Source: an optimization exercise on an open RTL-to-GDS flow (aim: small area). Production flows keep margins and buffers that such runs may drop. Only simulation tests tie the RTL to the original design; equivalence was not proved. Power figures rest on the tool's default switching activity, not on a simulated workload. The flow treats the clock pin as an ideal source, which a real chip does not have.

== job 101 ==
## fsmc_regs_top
module fsmc_regs_top (
    input  logic                      clk,
    input  logic                      rst_n,
    input  logic                      nadv,
    input  logic                      nwe,
    input  logic                      noe,
    input  logic [18-1:0] ad_bus,
    output logic [18-1:0] ad_drive,
    output logic                      ad_drive_en
);
export LEC_CHECK = 0
export CAP_MARGIN = 20
export CORE_MARGIN = 2
export CORE_UTILIZATION = 85
export SLEW_MARGIN = 20
export SYNTH_HIERARCHICAL = 1
create_clock -name core_clock -period 5.0 [get_ports {clk}]
standard.sh (not shown) runs the stock make flow with config.mk's settings and CLKGATE_MAP_FILE= SYNTH_SCRIPT=/design/flow/synth_recipe.tcl, a recipe that flattens the netlist after the stock synthesis.
==> flow/flow/run.sh <==
#!/bin/bash
# The standard layout (standard.sh) with three changes:
#  - synthesis and repair may use only drive strength 1 logic cells (buffers, inverters,
#    flip-flops and clock cells are not restricted): extra_dont_use.txt is added to the
#    platform's don't-use list
#  - ports are buffered with buf_1
#  - clock tree: clkbuf_8 leaf clusters of up to 20 sinks, no dummy loads
set -euo pipefail
PLAT=$(make -s -C "$FLOW_HOME" DESIGN_CONFIG="$FLOW_CONFIG" WORK_HOME="$PWD/orfs" print-DONT_USE_CELLS 2>/dev/null | sed -n 's/^DONT_USE_CELLS: //p')
export DU="$PLAT $(cat flow/extra_dont_use.txt)"
export BUFFER_PORTS_ARGS="-buffer_cell sky130_fd_sc_hd__buf_1"
export CTS_ARGS="-sink_clustering_enable -repair_clock_nets -sink_clustering_size 20 -sink_clustering_max_diameter 100 -buf_list sky130_fd_sc_hd__clkbuf_8 -dont_use_dummy_load"
sed 's|"\${@:-finish}"|"DONT_USE_CELLS=$DU" "${@:-finish}"|' standard.sh > standard_du.sh
grep -q 'DONT_USE_CELLS=\$DU' standard_du.sh
echo "$DU" > dont_use.log
bash standard_du.sh > standard.log 2>&1
Other scripts of this flow, unchanged in this note and not shown: flow/flow/extra_dont_use.txt
Stage in which a tool error killed job 101: global routing (5_1_grt).
Modified inputs, job 102 compared to job 101
- CORE_UTILIZATION: 85 -> 75
diff --git a/flow/flow/run.sh b/flow/flow/run.sh
--- a/flow/flow/run.sh
+++ b/flow/flow/run.sh
@@ -10,5 +10,5 @@
 export DU="$PLAT $(cat flow/extra_dont_use.txt)"
 export BUFFER_PORTS_ARGS="-buffer_cell sky130_fd_sc_hd__buf_1"
-export CTS_ARGS="-sink_clustering_enable -repair_clock_nets -sink_clustering_size 20 -sink_clustering_max_diameter 100 -buf_list sky130_fd_sc_hd__clkbuf_8 -dont_use_dummy_load"
+export CTS_ARGS="-sink_clustering_enable -repair_clock_nets -sink_clustering_size 36 -sink_clustering_max_diameter 80 -buf_list sky130_fd_sc_hd__clkbuf_16 -dont_use_dummy_load"
 sed 's|"\${@:-finish}"|"DONT_USE_CELLS=$DU" "${@:-finish}"|' standard.sh > standard_du.sh
 grep -q 'DONT_USE_CELLS=\$DU' standard_du.sh
Results
- Chip width for job 102: 6.3% up relative to job 101
- Summary of job 102 over job 101: cell count after placement now sits higher, number of rows in the core area climbed about 8%.
- Compared with job 101, standard cell area after detailed placement in job 102 increased slightly.
- Vertical die dimension delta for job 102 relative to job 101: 11 um higher
- Per the final summary, job 102 finished and its layout is clean on timing, DRC and antenna.
The inputs of job 103 differ from those of job 102 as listed below.
- CORE_UTILIZATION changed from 75 to 65
diff --git a/flow/flow/run.sh b/flow/flow/run.sh
--- a/flow/flow/run.sh
+++ b/flow/flow/run.sh
@@ -10,5 +10,5 @@
 export DU="$PLAT $(cat flow/extra_dont_use.txt)"
 export BUFFER_PORTS_ARGS="-buffer_cell sky130_fd_sc_hd__buf_1"
-export CTS_ARGS="-sink_clustering_enable -repair_clock_nets -sink_clustering_size 36 -sink_clustering_max_diameter 80 -buf_list sky130_fd_sc_hd__clkbuf_16 -dont_use_dummy_load"
+export CTS_ARGS="-sink_clustering_enable -repair_clock_nets -sink_clustering_size 20 -sink_clustering_max_diameter 100 -buf_list sky130_fd_sc_hd__clkbuf_8 -dont_use_dummy_load"
 sed 's|"\${@:-finish}"|"DONT_USE_CELLS=$DU" "${@:-finish}"|' standard.sh > standard_du.sh
 grep -q 'DONT_USE_CELLS=\$DU' standard_du.sh
--- outcome ---
Comparing job 102 against job 103, there is no change at all in buffers inserted during post-CTS setup optimization. Full die area in job 103 is 15% higher than in job 102. Detailed-route vias per instance sits lower in job 103 than in job 102. Job 103 -> job 102: area growth from synthesis to layout flat. Ratio of cells with drive above 1 in the final layout up 1.6 points in job 103 wrt job 102. Of job 103 and job 102, job 103 shows the higher cell count, with job 102 below it. From job 102 to job 103 the numbers moved as follows: post-synthesis cell area neither gained nor lost much; part of the power in registers picked up an extra 1.2 points; hold slack lost 0.049 ns; number of remaining DRC errors neither gained nor lost much.

-- afterwards: timing with drivers on the ports --
Ports are ideal in the flow. The routed layouts listed here were re-timed in OpenROAD. Step 1 assumes that a clkbuf_16 drives the clock port and a buf_2 every other input. Step 2, shift: input delay + t, output delay - t, t = (earliest + latest rising clock arrival at the registers) / 2. This alone moves slack from input paths to output paths. Three values: ideal, step 1, step 2; two values: the first two.
run	t (ns)	setup WS [ns]	hold slack, ns	worst register clock-pin slew, ns	worst data-port slew with drivers (ns)
job 102	0.603	1.984 / 1.984 / 1.984	0.309 / 0.309 / 0.309	0.12 / 0.12	0.04
job 103	0.691	2.147 / 2.147 / 2.147	0.259 / 0.259 / 0.259	0.12 / 0.12	0.04
After both steps setup and hold are still met in every run listed.
